This is an optimization exercise on Yosys and OpenROAD, whose aim is small area and a short achievable clock period, not a production implementation. Only simulation tests tie the RTL to the original design; equivalence was not proved. Power and IR drop assume default switching activity.

**flow/config.mk**
```make
export PLATFORM = sky130hd
export DESIGN_NAME = regfile_mp_sb
export DESIGN_NICKNAME = regfile_mp_sb
export VERILOG_FILES = /design/flow/design.v
export SDC_FILE = /design/flow/constraint.sdc
export NUM_CORES = 4
export LEC_CHECK = 0
export CAP_MARGIN = 20
export CORE_MARGIN = 2
export CORE_UTILIZATION = 40
export SETUP_SLACK_MARGIN = 0.3
export SLEW_MARGIN = 20
```
**flow/constraint.sdc**
```tcl
create_clock -name core_clock -period 7.5 [get_ports {CLK}]
set_input_delay 1.5000 -clock core_clock [delete_from_list [all_inputs] [get_ports {CLK}]]
set_output_delay 1.5000 -clock core_clock [all_outputs]
set_load 0.01 [all_outputs]
```
**flow/design.v**
```verilog
package regfile_pkg;
    localparam int XLEN_DEF  = 32;
    localparam int DEPTH_DEF = 32;
    localparam int MAX_RD    = 4;
    localparam int MAX_WR    = 2;
    typedef logic [4:0]  reg_addr_t;
    typedef logic [31:0] xlen_t;
    function automatic int clog2(input int unsigned value);
        int          result;
        int unsigned rem;
        result = 0;
        rem    = value - 1;
        while (rem > 0) begin
            result = result + 1;
            rem    = rem >> 1;
        end
        clog2 = result;
    endfunction
endpackage
module regfile_scoreboard
#(
    parameter  int DEPTH  = regfile_pkg::DEPTH_DEF,
    parameter  int NUM_WR = 1,
    localparam int AW     = regfile_pkg::clog2(DEPTH)
) (
    input  logic                 i_clk,
    input  logic                 i_reset,
    input  logic [NUM_WR-1:0]    i_wr_en,
    input  logic [NUM_WR*AW-1:0] i_wr_addr,
    input  logic                 i_iss_vld,
    input  logic [AW-1:0]        i_iss_addr,
    output logic [DEPTH-1:0]     o_busy_vec
);
    logic [DEPTH-1:0] r_busy;
    always_ff @(posedge i_clk) begin
        if (i_reset) begin
            r_busy <= '0;
        end else begin
            for (int unsigned k = 0; k < NUM_WR; k++) begin
                if (i_wr_en[k] && (i_wr_addr[k*AW +: AW] != '0)) begin
                    r_busy[i_wr_addr[k*AW +: AW]] <= 1'b0;
                end
            end
            if (i_iss_vld && (i_iss_addr != '0)) begin
                r_busy[i_iss_addr] <= 1'b1;
            end
        end
    end
    assign o_busy_vec = r_busy & {{(DEPTH-1){1'b1}}, 1'b0};
endmodule
module regfile_mp_sb
#(
    parameter  int XLEN   = regfile_pkg::XLEN_DEF,
    parameter  int DEPTH  = regfile_pkg::DEPTH_DEF,
    parameter  int NUM_RD = 4,
    parameter  int NUM_WR = 2,
    localparam int AW     = regfile_pkg::clog2(DEPTH)
) (
    input  logic                   CLK,
    input  logic                   reset,
    input  logic [NUM_RD*AW-1:0]   rd_addr,
    output logic [NUM_RD*XLEN-1:0] rd_data,
    output logic [NUM_RD-1:0]      rd_busy,
    input  logic [NUM_WR-1:0]      wr_en,
    input  logic [NUM_WR*AW-1:0]   wr_addr,
    input  logic [NUM_WR*XLEN-1:0] wr_data,
    input  logic                   iss_vld,
    input  logic [AW-1:0]          iss_addr,
    output logic [DEPTH-1:0]       busy_vec
);
    if ((NUM_RD < 1) || (NUM_RD > regfile_pkg::MAX_RD)) begin : g_bad_num_rd
        $error("regfile_mp_sb: NUM_RD out of range");
    end
    if ((NUM_WR < 1) || (NUM_WR > regfile_pkg::MAX_WR)) begin : g_bad_num_wr
        $error("regfile_mp_sb: NUM_WR out of range");
    end
    if ((DEPTH < 2) || ((1 << AW) != DEPTH)) begin : g_bad_depth
        $error("regfile_mp_sb: DEPTH must be a power of 2, at least 2");
    end
    logic [XLEN-1:0]  r_mem [DEPTH];
    logic [DEPTH-1:0] w_busy_vec;
    always_ff @(posedge CLK) begin
        if (reset) begin
            for (int unsigned j = 0; j < DEPTH; j++) begin
                r_mem[j] <= '0;
            end
        end else begin
            for (int unsigned k = 0; k < NUM_WR; k++) begin
                if (wr_en[k] && (wr_addr[k*AW +: AW] != '0)) begin
                    r_mem[wr_addr[k*AW +: AW]] <= wr_data[k*XLEN +: XLEN];
                end
            end
        end
    end
    regfile_scoreboard #(
        .DEPTH  (DEPTH),
        .NUM_WR (NUM_WR)
    ) u_scoreboard (
        .i_clk      (CLK),
        .i_reset    (reset),
        .i_wr_en    (wr_en),
        .i_wr_addr  (wr_addr),
        .i_iss_vld  (iss_vld),
        .i_iss_addr (iss_addr),
        .o_busy_vec (w_busy_vec)
    );
    assign busy_vec = w_busy_vec;
    for (genvar i = 0; i < NUM_RD; i++) begin : g_rd
        logic [AW-1:0]   w_ra;
        logic [XLEN-1:0] w_data;
        logic            w_busy;
        assign w_ra = rd_addr[i*AW +: AW];
        always_comb begin
            w_data = r_mem[w_ra];
            w_busy = w_busy_vec[w_ra];
            for (int unsigned k = 0; k < NUM_WR; k++) begin
                if (wr_en[k] && (wr_addr[k*AW +: AW] != '0) &&
                    (wr_addr[k*AW +: AW] == w_ra)) begin
                    w_data = wr_data[k*XLEN +: XLEN];
                    w_busy = iss_vld && (iss_addr == w_ra);
                end
            end
            if (w_ra == '0) begin
                w_data = '0;
                w_busy = 1'b0;
            end
        end
        assign rd_data[i*XLEN +: XLEN] = w_data;
        assign rd_busy[i]              = w_busy;
    end
endmodule
```
**flow/run.sh**
```bash
#!/bin/bash
# synth_recipe.tcl (not shown) runs the flow's synth.tcl, then flattens the netlist and writes it again
# the make line also repeats each setting of config.mk as NAME=value (left out here)
make -C /OpenROAD-flow-scripts/flow DESIGN_CONFIG=/design/flow/config.mk WORK_HOME=/design/flow/orfs CLKGATE_MAP_FILE= SYNTH_SCRIPT=/design/flow/synth_recipe.tcl finish
```
==> impl_summary.txt, run 1 <==
----------------------------------------------------
[Run status]
  Result of the run ... complete, no violations

[Die]
  Vert. Die Dim ... 456 um
  Core outline area ... 0.204 mm2
  Overall die area ... 0.208 mm2
  Die boundary width ... 456 um
  Total I/O pin count ... 268
  Initial core utilization ... 0.401
  Std cell rows ... 166

[Worst setup path]
  Crit-path max cell delay ... 850 ps
  Nature of the critical path endpoint ... output port
  Arrival time at the worst endpoint ... 5830 ps
  Crit-path cells ... clkdlybuf4s50_1 -> inv_1 -> ha_1 -> and2_1 -> ha_1 -> nor2b_1 -> buf_4 -> nand2_1 -> nor3_1 -> mux2i_1 -> o221ai_1 -> clkdlybuf4s50_1
  Largest fanout on the critical path ... 8
  Kind of cell adding the most delay to the critical path ... buffers and inverters
  Crit path buf inv count ... 4
  Critical path class ... primary input to output port
  Slowest stage cell, crit path ... sky130_fd_sc_hd__nor3_1
  Setup slack, reg-to-reg ... 6480 ps
  Kind of start point of the critical path ... primary input
  Crit path required time ... 6000 ps

[Power]
  Share of power burned in combinational logic ... 0.251
  Power density over the cells ... 197 mW/mm2
  Switching Fraction ... 0.333
  VDD IR-drop max ... 0.000241 V
  Proportion of power drawn by flip-flops and latches ... 0.390
  Pwr Total ... 0.0184 W
  Clock Power Share ... 0.359
  Int Power ... 0.0123 W
  Reported net switching power ... 0.00611 W
  Static power due to leakage ... 31.4 nW

[Logic synthesis]
  Cell taking the most area after synthesis ... sky130_fd_sc_hd__edfxtp_1
  Most frequent cell after synthesis ... sky130_fd_sc_hd__a22o_1
  Cell count after synthesis ... 6224
  Cell area after synthesis ... 0.0818 mm2
  Prevailing post-synth register cell ... sky130_fd_sc_hd__edfxtp_1
  Number of distinct library cell variants in the gate-level netlist after synthesis ... 68
  Most instantiated cells after synthesis ... sky130_fd_sc_hd__a22o_1, sky130_fd_sc_hd__edfxtp_1, sky130_fd_sc_hd__mux4_2, sky130_fd_sc_hd__clkbuf_1, sky130_fd_sc_hd__mux2i_1
  Leading cell types by total area after synthesis ... sky130_fd_sc_hd__edfxtp_1, sky130_fd_sc_hd__mux4_2, sky130_fd_sc_hd__a22o_1
  Mean post-synth cell area ... 13.1 um2
  Total of flip-flops plus latches after synthesis ... 1055
  Count of flip-flops with a built-in enable after synthesis ... 1024
  Sequential element share of the synthesized area ... 0.383
  Async SR Flop Fraction ... 0
  Syn. warnings ... 2
  Share of Yosys cell area claimed by the top area cell type ... 0.376
  Net Count, Synth ... 6343

[Drt]
  Routed vias/inst ... 8.69
  Detailed-route DRC error count ... 0
  Number of routed nets with antenna violations ... 0
  Total via count in the routed design ... 78500
  Initial detailed-routing violation count ... 18100
  Router iterations before antenna repair ... 9
  Drt total wl ... 497 mm
  Average routed wire per standard cell ... 55.0 um

[Place]
  Placer congestion estimate ... 1.05
  Quantity of I/O buffers inserted on ports ... 266
  Post-detailed-placement cell area ... 0.0890 mm2
  HPWL reported at the end of detailed placement ... 309 mm

[Timing]
  Maximum achievable frequency ... 136 MHz
  Worst-Margin Slew ... 1290 ps
  Final hold violation count ... 0
  Fin. max-slew vios ... 0
  Final critical delay including setup and external delays ... 7330 ps
  Setup repair after global routing missed its margin ... no
  Remaining max-slew budget at the tightest pin ... 0.137
  Final period util ... 0.977
  Setup violators final ... 0
  Setup_tns ... 0 ps
  Max Clock Skew ... 0 ps

[Global route]
  Overflow after GRT ... 0
  Initial antenna violation count ... 40
  Vias in the first global route ... 70800
  Global-route wire length before repair ... 651 mm
  Overall track demand over capacity in global routing ... 0.463
  Pin count of the biggest net entering global routing ... 82

[Clocking]
  Clock-pin slew of the registers on the worst-case setup and hold paths ... 50 ps
  Master cell of the clock root buffer ... sky130_fd_sc_hd__clkbuf_16
  Number of post-CTS setup repair buffers ... 0
  Maximum number of buffers from clock root to sink ... 3
  Clock sink count ... 1055
  H-tree levels ... 4
  Number of CTS-inserted buffers ... 133
  Clock tree from TritonCTS ... done
  Total of hold buffers inserted after clock tree synthesis ... 0
  Later-pin clock latency in the skew report ... 840 ps

[Min path]
  Min-delay worst type ... register to register

[Finish]
  Layout overhead on the synthesized area ... 14.2%
  Cell area after layout ... 0.0934 mm2
  Net total in the final layout ... 6310
  Fraction of layout cells with a size suffix above 1 ... 0.318
  Final cell utilization of the core ... 0.458

[Flow run]
  Number of maximum-capacitance constraint violations ... 0

----------------------------------------------------
-- metal layers --
layer  wire length (um)  part of all wire  track usage
met5                476           0.00096       0.0216
met4              58500              0.12        0.410
met3              94800              0.19        0.269
met2             190000              0.38        0.603
met1             154000              0.31        0.528
-- cell type report --
class | instances | area, um2
repair buffers | 789 | 7300
well taps | 2688 | 3360
multi-input cells | 4096 | 46600
inverters | 116 | 435
diodes | 58 | 145
fillers | 18100 | 111000
clock inverters | 78 | 779
clock buffers | 161 | 3460
flip-flops and latches | 1055 | 31400
-- repair_timing --
item,in CTS,in global routing
endpoints found under the hold margin,0,0
endpoints found under the setup margin,0,10
resized for setup,0,5
-- logic make-up (layout without fill, tap and decap cells) --
kind of cell	after synthesis	in the layout	synth area share
xor gates and xnor gates	63	63	0.00674
other	1	59	0.0000458
adders and majority gates	15	15	0.00229
muxes	1452	1452	0.325
AOI/OAI and AO/OA	1776	1776	0.178
buffers and inverters	1073	1144	0.0581
and+or+nand+nor	789	789	0.0464
DFF	1055	1055	0.383
-- power by group through the flow --
stage	registers (W)	clock network, W	logic [W]
6_report	0.00717	0.00660	0.00461
5_1_grt	0.00720	0.00673	0.00452
4_1_cts	0.00714	0.00652	0.00430
3_5_place_dp	0.00726	0	0.00428
3_3_place_gp	0.00723	0	0.00427
2_1_floorplan	0.00714	0	0.00237
-- stage by stage --
| step | instances | hold slack [ps] | setup slack [ps] |
|---|---|---|---|
| floorplan | 6224 | 534 | 1570 |
| global placement | 8736 | 570 | 410 |
| detailed placement | 8742 | 579 | 397 |
| CTS | 8981 | 591 | 373 |
| global route | 8990 | 616 | 306 |
| finish | 9041 | 594 | 171 |
-- sequential cells by signal, indices dropped and copies added, names as in the netlist --
register and count:
u_scoreboard.r_busy 31, r_mem 1024
-- worst min-delay path: cells and delay by family, from the launching register on --
kind           cells  cell delay, ps
AO/OA/AOI/OAI      2             180
flip-flops         1             370
-- cell usage in the layout, fill, tap and decap left out, drive strengths merged, types with 32 or more instances in the layout --
| master | netlist | final |
|---|---|---|
| nand2 | 270 | 270 |
| or3 | 34 | 34 |
| mux4 | 939 | 939 |
| diode | 0 | 58 |
| o21ai | 59 | 59 |
| clkdlybuf4s50 | 0 | 244 |
| a22oi | 58 | 58 |
| buf | 403 | 545 |
| inv | 98 | 104 |
| nor2b | 32 | 32 |
| o22ai | 42 | 42 |
| a221oi | 85 | 85 |
| a21oi | 100 | 100 |
| nand4 | 48 | 48 |
| xnor2 | 37 | 37 |
| a31oi | 81 | 81 |
| clkinv | 18 | 73 |
| clkbuf | 554 | 161 |
| nand3 | 91 | 91 |
| nor3 | 95 | 95 |
| o221ai | 88 | 88 |
| edfxtp | 1024 | 1024 |
| o32ai | 52 | 52 |
| a2111oi | 33 | 33 |
| mux2i | 299 | 299 |
| mux2 | 214 | 214 |
| nor4 | 57 | 57 |
| nor2 | 117 | 117 |
| a22o | 1063 | 1063 |
-- worst paths after layout --
path	endpoint	start	cells past startpoint
hold / removal	u_scoreboard.r_busy[12]	u_scoreboard.r_busy[12]	2
hold reg to reg	u_scoreboard.r_busy[12]	u_scoreboard.r_busy[12]	2
setup reg to reg	u_scoreboard.r_busy[3]	u_scoreboard.r_busy[3]	2
setup / recovery	rd_data[41]	wr_addr[1]	12
==> run 2, diff against run 1 <==
--- a/flow/config.mk
+++ b/flow/config.mk
@@ -10,3 +10,3 @@
 export CORE_UTILIZATION = 40
-export SETUP_SLACK_MARGIN = 0.3
+export SETUP_SLACK_MARGIN = 2.0
 export SLEW_MARGIN = 20
==> impl_summary.txt, run 2 <==
----------------------------------------------------
[Run status]
  Result of the run ... complete, no violations

[Clocking]
  Clock-pin slew of the registers on the worst-case setup and hold paths ... 60 ps
  Total of hold buffers inserted after clock tree synthesis ... 0
  Number of CTS-inserted buffers ... 133
  Clock tree from TritonCTS ... done
  Later-pin clock latency in the skew report ... 820 ps
  Maximum number of buffers from clock root to sink ... 3
  H-tree levels ... 4
  Clock sink count ... 1055
  Master cell of the clock root buffer ... sky130_fd_sc_hd__clkbuf_16

[Worst setup path]
  Largest fanout on the critical path ... 18
  Crit path required time ... 6000 ps
  Kind of start point of the critical path ... primary input
  Critical path class ... primary input to output port
  Arrival time at the worst endpoint ... 4180 ps
  Nature of the critical path endpoint ... output port

[Drt]
  Average routed wire per standard cell ... 57.9 um
  Initial detailed-routing violation count ... 19000
  Routed vias/inst ... 8.83
  Detailed-route DRC error count ... 0
  Router iterations before antenna repair ... 10
  Total via count in the routed design ... 81400
  Number of routed nets with antenna violations ... 0
  Drt total wl ... 534 mm

[Logic synthesis]
  Share of Yosys cell area claimed by the top area cell type ... 0.376
  Number of distinct library cell variants in the gate-level netlist after synthesis ... 68
  Prevailing post-synth register cell ... sky130_fd_sc_hd__edfxtp_1
  Net Count, Synth ... 6343
  Mean post-synth cell area ... 13.1 um2
  Cell area after synthesis ... 0.0818 mm2
  Most instantiated cells after synthesis ... sky130_fd_sc_hd__a22o_1, sky130_fd_sc_hd__edfxtp_1, sky130_fd_sc_hd__mux4_2, sky130_fd_sc_hd__clkbuf_1, sky130_fd_sc_hd__mux2i_1
  Syn. warnings ... 2
  Async SR Flop Fraction ... 0
  Cell taking the most area after synthesis ... sky130_fd_sc_hd__edfxtp_1
  Most frequent cell after synthesis ... sky130_fd_sc_hd__a22o_1
  Sequential element share of the synthesized area ... 0.383
  Count of flip-flops with a built-in enable after synthesis ... 1024
  Cell count after synthesis ... 6224
  Total of flip-flops plus latches after synthesis ... 1055
  Leading cell types by total area after synthesis ... sky130_fd_sc_hd__edfxtp_1, sky130_fd_sc_hd__mux4_2, sky130_fd_sc_hd__a22o_1

[Die]
  Std cell rows ... 166
  Total I/O pin count ... 268
  Die boundary width ... 456 um
  Core outline area ... 0.204 mm2
  Vert. Die Dim ... 456 um
  Overall die area ... 0.208 mm2
  Initial core utilization ... 0.401

[Finish]
  Register with the most flip-flops ... r_mem
  Largest registers ... r_mem x1024, u_scoreboard.r_busy x31
  Fraction of layout cells with a size suffix above 1 ... 0.383
  Net total in the final layout ... 6472
  Layout fillers ... 17500
  Most frequent standard cell in the layout excluding fill and tap cells ... sky130_fd_sc_hd__a22o_1
  Cell area after layout ... 0.0995 mm2
  Commonest cells after routing, fill and taps aside ... sky130_fd_sc_hd__a22o_1, sky130_fd_sc_hd__edfxtp_1, sky130_fd_sc_hd__mux4_2
  Final cell utilization of the core ... 0.488
  Layout overhead on the synthesized area ... 21.7%
  Number of flip-flops under the largest register name ... 1024

[Timing]
  Setup violators final ... 0
  Worst-Margin Slew ... 1310 ps
  Setup repair after global routing missed its margin ... yes
  Final hold violation count ... 0
  Final critical delay including setup and external delays ... 5680 ps
  Post-Route Hold Slack ... 593 ps
  Max Clock Skew ... 0 ps
  Remaining max-slew budget at the tightest pin ... 0.129
  Fin. max-slew vios ... 0
  Maximum achievable frequency ... 176 MHz
  Setup_tns ... 0 ps
  Final period util ... 0.757
  Final critical-path setup slack ... 1820 ps

[Power]
  Reported net switching power ... 0.00638 W
  Clock Power Share ... 0.357
  Share of power burned in combinational logic ... 0.267
  Power density over the cells ... 191 mW/mm2
  Int Power ... 0.0127 W
  VDD IR-drop max ... 0.000261 V
  Static power due to leakage ... 34.1 nW
  Proportion of power drawn by flip-flops and latches ... 0.377
  Switching Fraction ... 0.335

[Place]
  Placer congestion estimate ... 1.04
  Post-detailed-placement cell area ... 0.0888 mm2
  HPWL reported at the end of detailed placement ... 307 mm
  Quantity of I/O buffers inserted on ports ... 266
  Worst slack at placement ... 194 ps

[Min path]
  Min-delay worst type ... register to register

[Global route]
  Met3 demand-to-capacity share in global routing ... 0.328
  Overflow after GRT ... 0
  Pin count of the biggest net entering global routing ... 53
  Global-route wire length before repair ... 689 mm
  GR Layer Usage met1 ... 0.550
  Vias in the first global route ... 73200
  Overall track demand over capacity in global routing ... 0.496
  Initial antenna violation count ... 59
  Met2 track utilization from global routing ... 0.624
  Most Used Layer, Global Route ... met2

[Flow run]
  Number of maximum-capacitance constraint violations ... 0

----------------------------------------------------
==> run 2: layer usage <==
| layer | share of wire | up-vias |
|---|---|---|
| li1 | - | 26800 |
| met1 | 0.31 | 40200 |
| met2 | 0.37 | 11000 |
| met3 | 0.20 | 3387 |
| met4 | 0.12 | 48 |
| met5 | 0.0028 | - |
==> run 2: worst max-delay path: stages <==
cell                            delay (ps)
sky130_fd_sc_hd__buf_4                 440
sky130_fd_sc_hd__and2_2                480
sky130_fd_sc_hd__buf_4                 550
sky130_fd_sc_hd__a22oi_1               240
sky130_fd_sc_hd__nand3_1               270
sky130_fd_sc_hd__nand3_2               150
sky130_fd_sc_hd__a31oi_4               230
sky130_fd_sc_hd__dlygate4sd2_1         300
==> run 2: kinds of logic (layout without fill, tap and decap cells) <==
kind of cell	count (synthesis)	after routing	share of synthesized area
compound gates	1776	1776	0.178
xor+xnor	63	63	0.00674
fa+ha+maj	15	15	0.00229
buf+inv	1073	1302	0.0581
flops	1055	1055	0.383
mux	1452	1452	0.325
other cells	1	80	0.0000458
simple gates	789	790	0.0464
==> run 2: final cells by class <==
| type | count | area [um2] | area share |
|---|---|---|---|
| Multi-Input combinational cell | 4097 | 48800 | 0.491 |
| Sequential cell | 1055 | 31400 | 0.315 |
| Timing Repair Buffer | 950 | 10900 | 0.110 |
| Clock buffer | 165 | 3510 | 0.0353 |
| Tap cell | 2688 | 3360 | 0.0338 |
| Clock inverter | 71 | 867 | 0.00871 |
| Inverter | 116 | 454 | 0.00456 |
| Antenna cell | 79 | 198 | 0.00199 |
==> run 2: repair_timing <==
item,CTS,global route
setup buffers,90,43
cloned,49,5
endpoints found under the setup margin,132,111
resized for setup,752,185
pin swaps,68,40
endpoints found under the hold margin,0,0
==> run 2: path summary, 6_finish.rpt <==
kind | start | endpoint | slack [ps] | depth (start not counted)
worst max-delay path | rd_addr[19] | rd_data[116] | 1820 | 8
worst min-delay path | u_scoreboard.r_busy[21] | u_scoreboard.r_busy[21] | 590 | 2
worst max register to register | u_scoreboard.r_busy[3] | u_scoreboard.r_busy[3] | 6440 | 2
worst min register to register | u_scoreboard.r_busy[21] | u_scoreboard.r_busy[21] | 590 | 2
==> run 2: metrics by stage <==
stage / cells / total power [W]
CTS: 9092 / 0.0185
floorplan: 6224 / 0.00951
detailed placement: 8717 / 0.0115
global placement: 8717 / 0.0115
finish: 9221 / 0.0190
global route: 9158 / 0.0190
==> run 2: power by group through the flow <==
stage / Clock [W] / Combinational [W] / Sequential, W
6_report: 0.00679 / 0.00507 / 0.00717
5_1_grt: 0.00691 / 0.00494 / 0.00720
4_1_cts: 0.00669 / 0.00463 / 0.00714
3_5_place_dp: 0 / 0.00429 / 0.00726
3_3_place_gp: 0 / 0.00428 / 0.00722
2_1_floorplan: 0 / 0.00237 / 0.00714

## separate check: timing with driven ports
In the flow no input, the clock included, has a driving cell. The finished layouts below were timed again as built, in two steps.
Step 1: set_driving_cell puts a clkbuf_16 on CLK and a buf_2 on each other input, an assumption about the parent block.
Step 2 times the ports against the registers' clock, not the clock port: input delays grow and output delays shrink by t, the midpoint of the rising clock arrivals with the driver on.
Slacks: ideal / step 1 / step 2; pairs: ideal / step 1.
run	t, ns	slack for setup (ns)	clock arrival spread, ns
run 1	0.956	0.171 / 0.139 / 0.139	0.037 / 0.036
run 2	0.958	1.820 / 1.487 / 1.487	0.054 / 0.053
After both steps setup and hold are still met in every run listed. The setup slack of run 2, which loses most, moves by -0.333 ns with the drivers and by -0.333 ns with both steps.
